From an optimization exercise on the open Yosys and OpenROAD flow, aimed at small area, a short achievable clock period and few clock cycles per item; shortcuts taken in it are not production practice.
The RTL was checked by simulation tests, not by an equivalence proof against the original design.

==> design.v <==
module qpsk_mimo_modulator #(
    parameter int R_W = 16,
    parameter int Y_W = 20
) (
    input  logic              i_clk,
    input  logic              i_reset_n,
    input  logic              i_r_load,
    input  logic [20*R_W-1:0] i_r,
    input  logic              i_bit_vld,
    input  logic              i_bit,
    output logic              o_bit_rdy,
    output logic              o_vld,
    input  logic              i_rdy,
    output logic [8*Y_W-1:0]  o_y_hat,
    output logic              o_busy
);
    typedef enum logic [1:0] {COLLECT, CALC, OUT} state_t;
    state_t              state, state_nxt;
    logic [2:0]          bit_cnt;
    logic [7:0]          bits;
    logic [20*R_W-1:0]   r_reg;
    logic [1:0]          row;
    logic                vld;
    logic                accept;
    logic                take;
    logic signed [Y_W-1:0] row_re, row_im;
    logic signed [Y_W-1:0] y_re, y_im;
    logic signed [R_W-1:0] ra, rb;
    logic signed [Y_W-1:0] a, b;
    int unsigned           k;
    assign accept    = (state == COLLECT) && i_bit_vld;
    assign take      = (state == OUT) && vld && i_rdy;
    assign o_vld     = vld;
    always_comb begin
        state_nxt = state;
        o_bit_rdy = 1'b0;
        o_busy    = 1'b1;
        case (state)
            COLLECT: begin
                o_bit_rdy = 1'b1;
                o_busy    = 1'b0;
                if (accept && bit_cnt == 3'd7) state_nxt = CALC;
            end
            CALC:    if (row == 2'd3) state_nxt = OUT;
            OUT:     if (take) state_nxt = COLLECT;
            default: state_nxt = COLLECT;
        endcase
    end
    always_comb begin
        row_re = '0;
        row_im = '0;
        ra     = '0;
        rb     = '0;
        a      = '0;
        b      = '0;
        k      = 0;
        for (int unsigned j = 0; j < 4; j++) begin
            if (j >= 32'(row)) begin
                k      = (j * (j + 1)) / 2 + 32'(row);
                ra     = r_reg[k*2*R_W +: R_W];
                rb     = r_reg[k*2*R_W + R_W +: R_W];
                a      = Y_W'(ra);
                b      = Y_W'(rb);
                row_re = row_re + (bits[2*j] ? -a : a) - (bits[2*j+1] ? -b : b);
                row_im = row_im + (bits[2*j+1] ? -a : a) + (bits[2*j] ? -b : b);
            end
        end
    end
    assign y_re = row_re;
    assign y_im = row_im;
    always_ff @(posedge i_clk or negedge i_reset_n) begin
        if (!i_reset_n) begin
            state   <= COLLECT;
            bit_cnt <= '0;
            bits    <= '0;
            r_reg   <= '0;
            row     <= '0;
            vld     <= 1'b0;
            o_y_hat <= '0;
        end else begin
            state <= state_nxt;
            if (i_r_load && state != CALC) r_reg <= i_r;
            if (accept) begin
                bits[bit_cnt] <= i_bit;
                bit_cnt       <= bit_cnt + 3'd1;
            end
            if (state == CALC) begin
                o_y_hat[32'(row)*2*Y_W +: 2*Y_W] <= {y_im, y_re};
                row <= row + 2'd1;
            end
            if (take) begin
                vld <= 1'b0;
            end else if (state == OUT) begin
                vld <= 1'b1;
            end
        end
    end
endmodule
==> run.sh <==
#!/bin/bash
# synth_recipe.tcl (not shown) runs the flow's synth.tcl, then flattens the netlist and writes it again
# the make line also repeats each setting of config.mk as NAME=value (left out here)
make -C /OpenROAD-flow-scripts/flow DESIGN_CONFIG=/design/flow/config.mk WORK_HOME=/design/flow/orfs CLKGATE_MAP_FILE= SYNTH_SCRIPT=/design/flow/synth_recipe.tcl finish
==> config.mk <==
export PLATFORM = sky130hd
export DESIGN_NAME = qpsk_mimo_modulator
export DESIGN_NICKNAME = qpsk_mimo_modulator
export VERILOG_FILES = /design/flow/design.v
export SDC_FILE = /design/flow/constraint.sdc
export NUM_CORES = 4
export LEC_CHECK = 0
export CAP_MARGIN = 20
export CORE_MARGIN = 2
export CORE_UTILIZATION = 40
export SLEW_MARGIN = 20
==> constraint.sdc <==
create_clock -name core_clock -period 12.0 [get_ports {i_clk}]
set_input_delay 2.4000 -clock core_clock [delete_from_list [all_inputs] [get_ports {i_clk}]]
set_output_delay 2.4000 -clock core_clock [all_outputs]
set_load 0.01 [all_outputs]
==> reports/results.ini, run 1 <==
[synth]
yosysWarnings=1
synth_top_family_by_area=multiplexers
yosys.area_share.simple_pct=12.0
synth_most_common_cell=dfrtp_1
yosysSeqAreaShare_pct=31.9
synthTopCellsByArea=dfrtp_1, mux2_2, mux4_2
yosysTopAreaCellShare_pct=31.9
synth_seq_cells=496
syn_area_per_cell_um2=10.1
synth_cell_types=96
synthArstFlopShare_pct=100
yosys.area.top_type=dfrtp_1
synth_nets=4470
synth.area.mux_share_pct=18.6
synth-edff-count=0
synth_compound_gate_area_share_pct=12.7
yosys-top-cells-count=dfrtp_1, nand2_1, mux2_2
synth-xor-area-share_pct=8.48
yosys.area_share.adder_pct=11.8
synthesis.area_mm2=0.0389
synth_cells=3850
synth-main-ff-cell=dfrtp_1

[timing]
slew_headroom_pct=17.3
fin_setup_tns_ps=0
worst_slew_pin_slew_ps=1240
min_period_ps=11380
max_clock_freq_ghz=0.0879
finalSetupViolCount=0
slew_violations=0
hold_viol_final=0
clock_skew_ps=56.0
finalCritPeriodShare_pct=94.8
rsz0062_at_grt=no

[clocking]
clkLatencyLatePin_ps=670
clockBufferDepth=3
cts_tree=built
path_clk_slew_ps=60
root_buffer=clkbuf_16
cts_buffers=56
cts_sinks=496
ctsHtreeMaxLevel=2

[route]
num_vias=32400
drtPass1Iterations=7
wirelength_um=145000
viasPerCell=5.76
wire_per_inst_um=25.8
route.detailed.drc=0
first_iter_violations=3154
drtAntennaViolNets=0

[run_status]
status=no timing/DRC/antenna violations

[floorplanning]
core_area_mm2=0.0966
dieArea_mm2=0.0997
dieWidth_um=316
start_util_pct=40.3
io_pins=489
row_count=114
die_y_um=316

[worst_setup_path]
arrival_ps=11980
critPathMaxFanout=38
reg2regPathDepth=45
worst_r2r_startpoint=row[1]$_DFFE_PN0P_
required_ps=12600
cp_common_cell=a21oi_1
crit_start=row[1]$_DFFE_PN0P_
reg2reg_slack_ps=620
rr_endpoint=o_y_hat[110]$_DFFE_PN0P_
end_kind=register
max_stage_delay_ps=710
critPathLaunchType=register
cp_slowest_cell=xnor2_1
path_class=register to register
endpoint=o_y_hat[110]$_DFFE_PN0P_

[global_route]
grt_antenna_before_repair=30
grt_max_degree=161
grt_overflow=0
grt_pass1_wl_um=213000
grt_use_total_pct=28.9
grt_pass1_vias=31600

[layout]
largest_reg_flops=320
final_util_pct=48.9
final_area_mm2=0.0472
layout.cells.non_filler=5630
drive_gt1_share_pct=16.1
area_growth_pct=21.5
nNetsFinal=4922
fillers=8950

[run]
drv_cap=0

[placement]
placed_area_mm2=0.0452
place_inst=5514
gp_congestion=0.970
portBuffers=488
hpwl_um=117000

[hold_path]
hold_class=register to register

-- metrics by stage --
step / setup WS, ps / hold WS, ps
2_1_floorplan: 1160 / 456
3_3_place_gp: 247 / 455
3_5_place_dp: 278 / 461
4_1_cts: 206 / 474
5_1_grt: 17.5 / 502
6_report: 624 / 466
-- worst min path at each step --
stage | slack (ps) | end | from | cells past startpoint
final | 470 | o_y_hat[126]$_DFFE_PN0P_ | o_y_hat[126]$_DFFE_PN0P_ | 2
after global routing | 500 | o_y_hat[126]$_DFFE_PN0P_ | o_y_hat[126]$_DFFE_PN0P_ | 2
after CTS | 470 | o_y_hat[62]$_DFFE_PN0P_ | o_y_hat[62]$_DFFE_PN0P_ | 2
after detailed placement | 460 | o_y_hat[62]$_DFFE_PN0P_ | o_y_hat[62]$_DFFE_PN0P_ | 2
after global placement | 460 | o_y_hat[126]$_DFFE_PN0P_ | o_y_hat[126]$_DFFE_PN0P_ | 2
after floorplan | 460 | state[0]$_DFFE_PN0P_ | state[1]$_DFFE_PN0P_ | 1
-- timing repair --
action / 4_1_cts / 5_1_grt
buffers inserted: 0 / 5
resized for setup: 0 / 16
hold buffers: 0 / 0
endpoints found under the setup margin: 0 / 82
-- kinds of logic after synthesis --
group,Yosys count
AND/OR/NAND/NOR,1025
AO/OA/AOI/OAI,740
multiplexers,514
flip-flops,496
buffers and inverters,418
XOR/XNOR,363
adder cells (fa/ha/maj),294
-- worst max-delay path: cells and delay by family, from the launching register on --
family | cells | cell delay, ps
buffers and inverters | 5 | 720
flip-flops | 1 | 550
adder cells (fa/ha/maj) | 7 | 2830
AO/OA/AOI/OAI | 17 | 3880
XOR/XNOR | 5 | 1330
multiplexers | 1 | 610
AND/OR/NAND/NOR | 10 | 1390
-- cells in the final DEF, fill, tap and decap left out, drive strengths merged, types with 49 or more instances in the layout --
master | Yosys | layout
dfrtp | 496 | 496
clkdlybuf4s50 | 0 | 487
nand2 | 472 | 472
mux2 | 348 | 348
inv | 237 | 240
nor2 | 231 | 231
xnor2 | 196 | 196
o21ai | 192 | 192
ha | 175 | 175
xor2 | 160 | 160
a21oi | 146 | 146
mux4 | 126 | 126
fa | 119 | 119
clkbuf | 119 | 87
buf | 56 | 85
a21o | 60 | 60
or3 | 52 | 52
nor3 | 49 | 49
-- metal layers --
| metal | GRT usage, % | wire (um) | vias up |
|---|---|---|---|
| li1 | - | - | 14600 |
| met1 | 39.8 | 62400 | 16100 |
| met2 | 44.8 | 65100 | 1348 |
| met3 | 7.33 | 12800 | 251 |
| met4 | 8.79 | 4800 | 44 |
| met5 | 0 | 290 | - |
-- layout make-up --
type | instances | area [um^2] | share of cell area, %
antenna | 8 | 20.0 | 0.0424
clock buffer | 87 | 1680 | 3.56
clock inverter | 15 | 228 | 0.482
inverter | 240 | 901 | 1.91
multi-input combinational | 2936 | 24800 | 52.5
sequential | 496 | 12400 | 26.3
tap | 1276 | 1600 | 3.38
timing repair buffer | 572 | 5590 | 11.8
Testbench counts, summed over its fixed seeds: cycles 7,200, items 512.
==> run 2, diff against run 1 <==
==> design.v (replaced) <==
module qpsk_mimo_modulator #(
    parameter int R_W = 16,
    parameter int Y_W = 20
) (
    input  logic              i_clk,
    input  logic              i_reset_n,
    input  logic              i_r_load,
    input  logic [20*R_W-1:0] i_r,
    input  logic              i_bit_vld,
    input  logic              i_bit,
    output logic              o_bit_rdy,
    output logic              o_vld,
    input  logic              i_rdy,
    output logic [8*Y_W-1:0]  o_y_hat,
    output logic              o_busy
);
    logic [9:0][15:0] ra, rb;
    logic [2:0]       p;           
    logic [2:0]       cnt;         
    logic [6:0]       col;         
    logic [7:0]       x;           
    logic             xpend;       
    logic             win;         
    logic             vld;
    logic             rdy;
    logic             busy;
    logic p0, p7, start, win_c, xfree, acc, acc8, take;
    logic xpend_n, win_n, vld_n;
    assign p0    = (p == 3'd0);
    assign p7    = (p == 3'd7);
    assign take  = vld & i_rdy;
    assign start = xpend & p0 & (~vld | i_rdy);
    assign win_c = win | start;
    assign xfree = ~xpend & (~win | p7);
    assign acc   = i_bit_vld & rdy;
    assign acc8  = acc & (cnt == 3'd7);
    assign xpend_n = (xpend & ~start) | acc8;
    assign win_n   = win_c & ~p7;
    assign vld_n   = (vld & ~take) | (win_c & p7);
    assign o_bit_rdy = rdy;
    assign o_vld     = vld;
    assign o_busy    = busy;
    always_ff @(posedge i_clk or negedge i_reset_n) begin
        if (!i_reset_n) begin
            p     <= '0;
            cnt   <= '0;
            xpend <= 1'b0;
            win   <= 1'b0;
            vld   <= 1'b0;
            rdy   <= 1'b1;
            busy  <= 1'b0;
        end else begin
            p     <= i_r_load ? 3'd0 : p + 3'd1;
            if (acc) cnt <= cnt + 3'd1;
            xpend <= xpend_n;
            win   <= win_n;
            vld   <= vld_n;
            busy  <= xpend_n | win_n | vld_n;
            rdy   <= ((acc ? cnt + 3'd1 : cnt) != 3'd7) |
                     (~xpend_n & (~win_n | (p == 3'd6)));
        end
    end
    always_ff @(posedge i_clk) begin
        if (i_r_load) begin
            for (int k = 0; k < 10; k++) begin
                ra[k] <= i_r[32*k +: 16];
                rb[k] <= i_r[32*k+16 +: 16];
            end
        end else begin
            for (int k = 0; k < 10; k++) begin
                ra[k] <= {ra[k][1:0], ra[k][15:2]};
                rb[k] <= {rb[k][1:0], rb[k][15:2]};
            end
        end
        if (acc) col <= {i_bit, col[6:1]};
        if (acc8) x <= {i_bit, col};
    end
    for (genvar o = 0; o < 8; o++) begin : g_out
        localparam int I  = o / 2;
        localparam bit IM = (o % 2) == 1;
        localparam int N  = 2 * (4 - I);                          
        localparam int SW = (N == 8) ? 6 : (N == 2) ? 4 : 5;      
        localparam int CW = (N == 8) ? 4 : (N == 2) ? 2 : 3;      
        logic [CW-1:0] c;
        logic [SW-1:0] s, nneg;
        logic [19:0]   y;
        always_comb begin
            logic n0, n1;
            logic [1:0] t0, t1;
            nneg = '0;
            s    = '0;
            for (int j = I; j < 4; j++) begin
                if (!IM) begin
                    n0 = x[2*j];     t0 = ra[j*(j+1)/2 + I][1:0];
                    n1 = ~x[2*j+1];  t1 = rb[j*(j+1)/2 + I][1:0];
                end else begin
                    n0 = x[2*j];     t0 = rb[j*(j+1)/2 + I][1:0];
                    n1 = x[2*j+1];   t1 = ra[j*(j+1)/2 + I][1:0];
                end
                nneg = nneg + SW'(n0) + SW'(n1);
                s = s + SW'({t0[1] ^ n0 ^ p7, t0[0] ^ n0})
                      + SW'({t1[1] ^ n1 ^ p7, t1[0] ^ n1});
            end
            s = s + (p0 ? nneg : SW'(c));
        end
        always_ff @(posedge i_clk) begin
            c <= CW'(s >> 2);
            if (win_c) begin
                y[15:0] <= {s[1:0], y[15:2]};
                if (p7) y[19:16] <= 4'(s >> 2) - 4'(N / 2);
            end
        end
        assign o_y_hat[20*o +: 20] = y;
    end
endmodule
==> run 2 against run 1 <==
Maximum frequency grew 73%. Non-clock buffer count shrank 77. Setup slack gained 4800 ps. Global-route usage shrank 11 points. Core utilization grew 5.9 points. First-iteration DRC count shrank 85%. Critical path depth shrank 27. Die area shrank 46%. Synthesized cell count shrank 64%. Final cell count shrank 54%. Critical path type unchanged.
==> reports/results.ini, run 2 <==
[synth]
synthesis.area_mm2=0.0207  ; was 0.0389 mm^2
yosys.area_share.simple_pct=1.65  ; was 12.0%
synth_nets=1834  ; was 4470
synth-xor-area-share_pct=5.23  ; was 8.48%
yosys.area_share.adder_pct=11.2  ; was 11.8%
yosysTopAreaCellShare_pct=33.3  ; was 31.9%
syn_area_per_cell_um2=15.1  ; was 10.1 um^2
synth_seq_cells=526  ; was 496
synthTopCellsByArea=dfxtp_1, edfxtp_1, mux2_2  ; was dfrtp_1, mux2_2, mux4_2
synthArstFlopShare_pct=2.09  ; was 100%
synth_cells=1368  ; was 3850
synth.area.mux_share_pct=17.8  ; was 18.6%
synth_most_common_cell=dfxtp_1  ; was dfrtp_1
synth_top_family_by_area=multiplexers  ; unchanged
synth_compound_gate_area_share_pct=1.37  ; was 12.7%
yosysWarnings=1  ; unchanged
synth-main-ff-cell=dfxtp_1  ; was dfrtp_1
yosys-top-cells-count=dfxtp_1, mux2_2, edfxtp_1  ; was dfrtp_1, nand2_1, mux2_2
yosysSeqAreaShare_pct=59.4  ; was 31.9%
synth-edff-count=171  ; was 0
synth_cell_types=42  ; was 96
yosys.area.top_type=dfxtp_1  ; was dfrtp_1

[floorplanning]
io_pins=489  ; unchanged
row_count=83  ; was 114
dieWidth_um=231  ; was 316 um
core_area_mm2=0.0512  ; was 0.0966 mm^2
dieArea_mm2=0.0536  ; was 0.0997 mm^2
die_y_um=231  ; was 316 um
start_util_pct=40.4  ; was 40.3%

[placement]
gp_congestion=0.797  ; was 0.970
hpwl_um=36800  ; was 117000 um
place_ws_ps=5420  ; was 278 ps
placed_area_mm2=0.0262  ; was 0.0452 mm^2
portBuffers=488  ; unchanged

[clocking]
cts_hold_buf=0  ; unchanged
cts_tree=built  ; unchanged
root_buffer=clkbuf_16  ; unchanged
ctsHtreeMaxLevel=2  ; unchanged
cts_sinks=526  ; was 496
clockBufferDepth=3  ; unchanged
cts_resized=0  ; unchanged
post_cts_buffers=0  ; unchanged
cts_buffers=56  ; unchanged
path_clk_slew_ps=60  ; about the same
clkLatencyLatePin_ps=600  ; was 670 ps

[timing]
slew_headroom_pct=30.3  ; was 17.3%
max_clock_freq_ghz=0.152  ; was 0.0879 GHz
fin_ws_ps=5430  ; was 624 ps
hold_viol_final=0  ; unchanged
rsz0062_at_grt=no  ; unchanged
clock_skew_ps=14.2  ; was 56.0 ps
worst_slew_pin_slew_ps=1050  ; was 1240 ps
finalCritPeriodShare_pct=54.7  ; was 94.8%
min_period_ps=6570  ; was 11380 ps
finalSetupViolCount=0  ; unchanged
slew_violations=0  ; unchanged
fin_setup_tns_ps=0  ; unchanged

[route]
route.detailed.drc=0  ; unchanged
drtPass1Iterations=4  ; was 7
wire_per_inst_um=18.7  ; was 25.8 um
num_vias=11800  ; was 32400
top_layer_used=met5  ; unchanged
drt-met1-wl_um=19000  ; was 62400 um
wl_met3_um=4360  ; was 12800 um
wl_met2_um=24000  ; was 65100 um
viasPerCell=4.54  ; was 5.76
wirelength_um=48500  ; was 145000 um
drtAntennaViolNets=0  ; unchanged
first_iter_violations=482  ; was 3154

[worst_setup_path]
max_stage_delay_ps=730  ; was 710 ps
critPathLaunchType=register  ; unchanged
required_ps=12350  ; was 12600 ps
end_kind=register  ; unchanged
path_class=register to register  ; unchanged
cp_common_cell=fa_1  ; was a21oi_1
cp_slowest_cell=edfxtp_1  ; was xnor2_1
arrival_ps=6910  ; was 11980 ps
critPathMaxFanout=10  ; was 38
critical_path.cell_chain=fa_1, fa_1, fa_1, ha_1, inv_1, fa_1, o21ai_2, xor2_1, ha_1, ha_1, xnor2_1, fa_1, fa_1, fa_1, nand2b_1, a21oi_2, xnor2_1, a221o_1

[global_route]
grt_overflow=0  ; unchanged
grt_pass1_wl_um=72700  ; was 213000 um
grt_pass1_vias=12600  ; was 31600
grt_max_degree=161  ; unchanged
grt_antenna_before_repair=4  ; was 30
grt_use_total_pct=18.0  ; was 28.9%

[layout]
layout_common_cells=clkdlybuf4s50_1, dfxtp_1, mux2_2, edfxtp_1, inv_1  ; was dfrtp_1, clkdlybuf4s50_1, nand2_1, mux2_2, inv_1
nNetsFinal=2334  ; was 4922
final_common_cell=clkdlybuf4s50_1  ; was dfrtp_1
antenna_cells=0  ; was 8
final_util_pct=54.8  ; was 48.9%
drive_gt1_share_pct=22.6  ; was 16.1%
area_growth_pct=35.5  ; was 21.5%
final_area_mm2=0.0281  ; was 0.0472 mm^2

[hold_path]
hold_class=register to register  ; unchanged

[run]
drv_cap=0  ; unchanged

[run_status]
status=no timing/DRC/antenna violations  ; unchanged

-- run 2: changes by cell type after synthesis, moves of 113 or more --
cell,change
a21oi_1,-131
xnor2_1,-136
nand2_1,-422
inv_1,-150
edfxtp_1,+171
dfrtp_1,-486
dfxtp_1,+344
nor2_1,-221
xor2_1,-113
o21ai_0,-171
clkbuf_1,-117
-- run 2: cells by family (layout without fill, tap and decap cells) --
| family | Yosys count | count (layout) |
|---|---|---|
| XOR/XNOR | 113 | 113 |
| multiplexers | 328 | 328 |
| AND/OR/NAND/NOR | 76 | 76 |
| flip-flops | 526 | 526 |
| AO/OA/AOI/OAI | 45 | 45 |
| buffers and inverters | 140 | 687 |
| adder cells (fa/ha/maj) | 140 | 140 |
-- run 2: area by class of cell --
cell class | instances | area (um^2)
inverters | 87 | 332
flip-flops and latches | 526 | 12300
fillers | 4317 | 23100
multi-input cells | 702 | 7730
clock inverters | 17 | 204
repair buffers | 495 | 4950
clock buffers | 88 | 1690
well taps | 680 | 851
-- run 2: final timing paths --
check	start	to	slack (ps)	depth (start not counted)
setup / recovery	x[2]$_DFFE_PP_	g_out[0].y[19]$_DFFE_PP_	5430	18
hold / removal	col[0]$_DFFE_PP_	x[0]$_DFFE_PP_	430	0
setup reg to reg	x[2]$_DFFE_PP_	g_out[0].y[19]$_DFFE_PP_	5430	18
hold reg to reg	col[0]$_DFFE_PP_	x[0]$_DFFE_PP_	430	0
max in group asynchronous	i_reset_n	rdy$_DFF_PN1_	9490	1
min in group asynchronous	i_reset_n	p[2]$_DFF_PN0_	2150	1
-- run 2: stage by stage --
step / instances / hold slack, ps
floorplan: 1368 / 400
global placement: 2490 / 406
detailed placement: 2490 / 410
CTS: 2595 / 425
global route: 2595 / 442
finish: 2595 / 428
-- run 2: worst max-delay path: cells and delay by family, from the launching register on --
kind	cells	cell delay, ps
buffers and inverters	1	50
flip-flops	1	730
AO/OA/AOI/OAI	3	780
adder cells (fa/ha/maj)	10	4060
AND/OR/NAND/NOR	1	200
XOR/XNOR	3	520
-- run 2: layer usage --
| layer | global-route usage, % | vias to the layer above |
|---|---|---|
| met5 | 0 | - |
| met4 | 5.60 | 4 |
| met3 | 6.31 | 70 |
| met2 | 31.1 | 359 |
| met1 | 20.8 | 5661 |
| li1 | - | 5683 |
Testbench counts of run 2, summed over its fixed seeds: cycles 4,416, items 512.

## static timing again, ports no longer ideal
The results above use ideal ports. As a check the final layouts listed here were re-extracted and re-timed, cells and wires unchanged. Step 1 (the two cells are an assumption about what drives the block):
set clk [get_ports {i_clk}]
set_driving_cell -lib_cell sky130_fd_sc_hd__clkbuf_16 $clk
set_driving_cell -lib_cell sky130_fd_sc_hd__buf_2 [delete_from_list [all_inputs] $clk]
Step 2 adds t to the input delays and takes it off the output delays; t is the mean of the earliest and latest rising clock arrival at the registers after step 1. Input paths then give back, and output paths get back, about the clock's delay inside the block. Slacks: ideal ports / drivers / drivers and shift; pairs: ideal ports / drivers.
run	shift t [ns]	setup WS [ns]	worst setup path at the end	clock arrival spread, ns	slew at the worst register clock pin (ns)
run 1	0.712	0.624 / 0.624 / 0.624	register to register	0.056 / 0.056	0.07 / 0.07
run 2	0.655	5.433 / 5.433 / 5.433	register to register	0.016 / 0.017	0.06 / 0.06
After both steps setup and hold are still met in every run listed.
